This is an optimization exercise on Yosys and OpenROAD, whose aim is small area and a short achievable clock period, not a production implementation. At most, simulation tests tie the RTL to the original design; equivalence was not proved. Power figures rest on the tool's default switching activity, not on a simulated workload.

## data_mem_responder
module data_mem_responder #(
    parameter int DATA_WIDTH  = 16,
    parameter int ADDR_WIDTH  = 8,
    parameter int WAIT_STATES = 2
) (
    input  logic                  clk,
    input  logic                  reset,
    input  logic                  mem_select,
    input  logic                  mem_read,
    input  logic [ADDR_WIDTH-1:0] addr,
    input  logic [DATA_WIDTH-1:0] wdata,
    output logic [DATA_WIDTH-1:0] rdata,
    output logic                  ready,
    output logic                  addr_error
);
Settings: LEC_CHECK=0, CAP_MARGIN=20, CORE_MARGIN=2, CORE_UTILIZATION=60, CTS_CLUSTER_DIAMETER=150, CTS_CLUSTER_SIZE=24, PLACE_DENSITY=0.7, SETUP_SLACK_MARGIN=3.5, SLEW_MARGIN=20, SYNTH_HIERARCHICAL=1, SYNTH_MINIMUM_KEEP_SIZE=0; clock period 6.0 ns.
run.sh (not shown) runs the stock make flow with config.mk's settings and CLKGATE_MAP_FILE= SYNTH_SCRIPT=/design/flow/synth_recipe.tcl, a recipe that flattens the netlist after the stock synthesis.
Change:
- SETUP_SLACK_MARGIN: 3.5 -> 3.0
Effect: The new run passed the timing, DRC and antenna checks; maximum frequency went down by a few percent; via count went down slightly; utilization went down by 2.1 points; first-iteration DRC count went up by a few percent; register-to-register slack got worse by 0.10 ns; design area went down by a few percent.
No functional check of the RTL was part of any run of this note.

---

== main ==
data_mem_responder, a different RTL version from the one above (not shown whole).
For scale: roughly 2,200 flip-flops, ~0.073 mm^2 of cells after synthesis.
Settings: LEC_CHECK=0, CAP_MARGIN=20, CORE_MARGIN=2, CORE_UTILIZATION=60, CTS_CLUSTER_DIAMETER=150, CTS_CLUSTER_SIZE=24, PLACE_DENSITY=0.7, SETUP_SLACK_MARGIN=3.8, SLEW_MARGIN=20, SYNTH_HIERARCHICAL=1, SYNTH_MINIMUM_KEEP_SIZE=0; clock period 6.0 ns.
The flow did not stop early for main: all stages ran, and the layout cleared the timing, DRC and antenna checks.
The following lists how the feature branch was set up differently from main:
# main
export LEC_CHECK = 0
export CAP_MARGIN = 20
export CORE_MARGIN = 2
export CORE_UTILIZATION = 60
export CTS_CLUSTER_DIAMETER = 150
export CTS_CLUSTER_SIZE = 24
export PLACE_DENSITY = 0.7
export SETUP_SLACK_MARGIN = 3.8
export SLEW_MARGIN = 20
export SYNTH_HIERARCHICAL = 1
export SYNTH_MINIMUM_KEEP_SIZE = 0
create_clock -name core_clock -period 6.0 [get_ports {clk}]
# the feature branch
export LEC_CHECK = 0
export CAP_MARGIN = 20
export CORE_MARGIN = 2
export CORE_UTILIZATION = 60
export CTS_CLUSTER_DIAMETER = 150
export CTS_CLUSTER_SIZE = 24
export PLACE_DENSITY = 0.7
export SETUP_SLACK_MARGIN = 3.7
export SLEW_MARGIN = 20
export SYNTH_HIERARCHICAL = 1
export SYNTH_MINIMUM_KEEP_SIZE = 0
create_clock -name core_clock -period 6.0 [get_ports {clk}]
### Flow results
- Changes observed in the feature branch relative to main: worst setup slack saw a decrease, power share of the sequential group saw little to no change, aggregate routed wire length saw little to no change.
- The feature branch vs main, top layer reached by signal wires: met5 vs met4
- The feature branch has completed all stages; timing, DRC and antenna checks passed.
No run of this note included a check of the RTL's function; only the layout flow was run.

---

data_mem_responder, a different RTL version from the one above (not shown whole).
Size in the first run: roughly 5700 cells after synthesis, about 2200 flip-flops, ~46 I/O pins.
clock: 6.0 ns
lec_check: 0
cap_margin: 20
core_margin: 2
core_utilization: 60
cts_cluster_diameter: 150
cts_cluster_size: 24
place_density: 0.7
setup_slack_margin: 3.5
slew_margin: 20
synth_hierarchical: 1
synth_minimum_keep_size: 0
Rerun with:
SETUP_SLACK_MARGIN = 4.1   (was 3.5)
Outcome: Global-route usage went up by 1.1 points; fmax went up by 3.9%; count of clock-buffer cells in the layout is unchanged; power went up by about 0.7%; routed wire length went up by 5.8%; sequential power hardly moves.
Rerun with:
SETUP_SLACK_MARGIN = 4.5   (was 4.1)
Cell count came out higher by a few percent.
Final area came out higher by a few percent.
Clock power went up slightly.
Clock-buffer cell count rises by 2.
Worst setup slack degrades by 0.094 ns.
Non-clock buffer count rises by 437.
Via count rose by a few percent.
Core utilization increases by 4.7 points.
Global-route usage rose by 3.2 points.
Rerun with:
CTS_CLUSTER_SIZE = 27   (was 24)
SETUP_SLACK_MARGIN = 3.6   (was 4.5)
What happened:
- The new run ran to the end with no violations
- routed wire length goes down by about 13%
- worst setup slack improved by 0.022 ns
- sequential power hardly moves
- die area is unchanged
- maximum frequency increases by 0.89%
- register-to-register slack degrades by 0.36 ns

---

## job 101
data_mem_responder, a different RTL version from the one above (not shown whole).
Size: roughly 5700 cells after synthesis, about 2200 flip-flops, roughly 46 I/O pins.
Settings: LEC_CHECK=0, CAP_MARGIN=20, CORE_MARGIN=2, CORE_UTILIZATION=60, CTS_BUF_LIST=sky130_fd_sc_hd__clkbuf_8 sky130_fd_sc_hd__clkbuf_16, CTS_CLUSTER_DIAMETER=150, CTS_CLUSTER_SIZE=24, PLACE_DENSITY=0.7, SETUP_SLACK_MARGIN=3.8, SLEW_MARGIN=20, SYNTH_HIERARCHICAL=1, SYNTH_MINIMUM_KEEP_SIZE=0; clock period 6.0 ns.
Job 101 reached the end of the flow, and the finished layout is clean on the timing, DRC and antenna checks.
Setup changes, job 101 to job 102
diff --git a/flow/config.mk b/flow/config.mk
--- a/flow/config.mk
+++ b/flow/config.mk
@@ -9,9 +9,8 @@
 export CORE_MARGIN = 2
 export CORE_UTILIZATION = 60
-export CTS_BUF_LIST = sky130_fd_sc_hd__clkbuf_8 sky130_fd_sc_hd__clkbuf_16
 export CTS_CLUSTER_DIAMETER = 150
 export CTS_CLUSTER_SIZE = 24
 export PLACE_DENSITY = 0.7
-export SETUP_SLACK_MARGIN = 3.8
+export SETUP_SLACK_MARGIN = 3.9
 export SLEW_MARGIN = 20
 export SYNTH_HIERARCHICAL = 1
## What came out
Sort job 101 and job 102 by count of plain and timing-repair buffers in the layout, descending, and job 102 comes first.
Job 102 vs job 101: portion of total power attributed to sequential cells down in job 102
Job 102 against job 101: portion of total power attributed to the clock network stayed essentially flat, amount of wire on met3 after detailed routing increased 4.8%.
On count of clock-buffer cells in the layout: between job 101 and job 102, it ends up higher for job 102.
The higher fill cell instance count of the final layout of job 101 and job 102 is in job 101.
Row net switching power: job 102 higher / job 101 lower
From job 101 to job 102 the numbers moved as follows: minimum setup slack in the final design saw little to no change; minimum period implied by the final worst setup slack about even; share of final-layout standard cells stronger than drive strength 1 shows an increase of 1.6 points.
Inputs modified between job 102 and job 103:
diff --git a/flow/config.mk b/flow/config.mk
--- a/flow/config.mk
+++ b/flow/config.mk
@@ -11,6 +11,7 @@
 export CTS_CLUSTER_DIAMETER = 150
 export CTS_CLUSTER_SIZE = 24
+export GPL_ROUTABILITY_DRIVEN = 0
 export PLACE_DENSITY = 0.7
-export SETUP_SLACK_MARGIN = 3.9
+export SETUP_SLACK_MARGIN = 3.8
 export SLEW_MARGIN = 20
 export SYNTH_HIERARCHICAL = 1
Findings:
Comparing job 103 against job 102, there is no change at all in sequential element share of the synthesized area. Changes observed in job 103 relative to job 102: met3 routed wirelength has decreased, post-route total power comparable. The met1 routing resource usage after global routing on job 102 is in line with that on job 103. Job 103 gives less relative slew slack than job 102 did. Summary of job 103 over job 102: total routed wirelength fell by 5000 µm, clock transition at the register clock pins on the worst setup and hold paths after CTS about even, minimum clock period after layout saw little to no change.
Input-level comparison between job 104 and job 103:
diff --git a/flow/config.mk b/flow/config.mk
--- a/flow/config.mk
+++ b/flow/config.mk
@@ -11,5 +11,4 @@
 export CTS_CLUSTER_DIAMETER = 150
 export CTS_CLUSTER_SIZE = 24
-export GPL_ROUTABILITY_DRIVEN = 0
 export PLACE_DENSITY = 0.7
 export SETUP_SLACK_MARGIN = 3.8
==> notes.md <==
From job 103 to job 104, initial core utilization did not move at all. As far as first-pass GRT wire length goes, job 103 and job 104 are indistinguishable; the numbers are identical. As far as average footprint of a synthesized cell goes, job 103 and job 104 are indistinguishable; the numbers are identical. Job 103 -> job 104: number of cells after detailed placement delta 0, exact match. As far as number of well taps goes, job 103 and job 104 are indistinguishable; the numbers are identical. Compared with job 103, in job 104 global-route usage was more or less identical, total power comparable, net switching power of the design ~0 delta.

port drivers added, routing unchanged:
Ports are ideal in the flow. The routed layouts listed here were re-timed in OpenROAD. Step 1 assumes that a clkbuf_16 drives the clock port and a buf_2 every other input. Step 2 also shifts input and output timing later by t, the mid clock arrival at the registers, as if the neighbouring blocks saw the same clock. a / b / c = ideal ports / drivers / drivers and shift; a / b = the first two.
run | shift t [ns] | setup WS [ns] | pins driven straight from the clock port
the first run of note 1 | 0.793 | 3.001 / 3.001 / 2.840 | 1
the second run of note 1 | 0.790 | 2.899 / 2.899 / 2.183 | 1
main | 0.811 | 3.588 / 3.508 / 3.409 | 1
the feature branch | 0.808 | 3.572 / 3.492 / 3.401 | 1
the first run of note 3 | 0.793 | 3.494 / 3.481 / 3.131 | 1
the second run of note 3 | 0.805 | 3.588 / 3.504 / 3.254 | 1
the third run of note 3 | 0.837 | 3.495 / 3.408 / 3.613 | 1
the fourth run of note 3 | 0.804 | 3.517 / 3.489 / 3.193 | 1
job 101 | 0.817 | 3.627 / 3.541 / 3.122 | 1
job 102 | 0.816 | 3.626 / 3.539 / 3.152 | 1
job 103 | 0.816 | 3.628 / 3.542 / 3.117 | 1
job 104 | 0.816 | 3.628 / 3.542 / 3.117 | 1
After both steps every run listed still meets setup and hold. For the second run of note 1, which loses most, drivers alone change the setup slack by 0.000 ns; drivers and shift together by -0.716 ns.
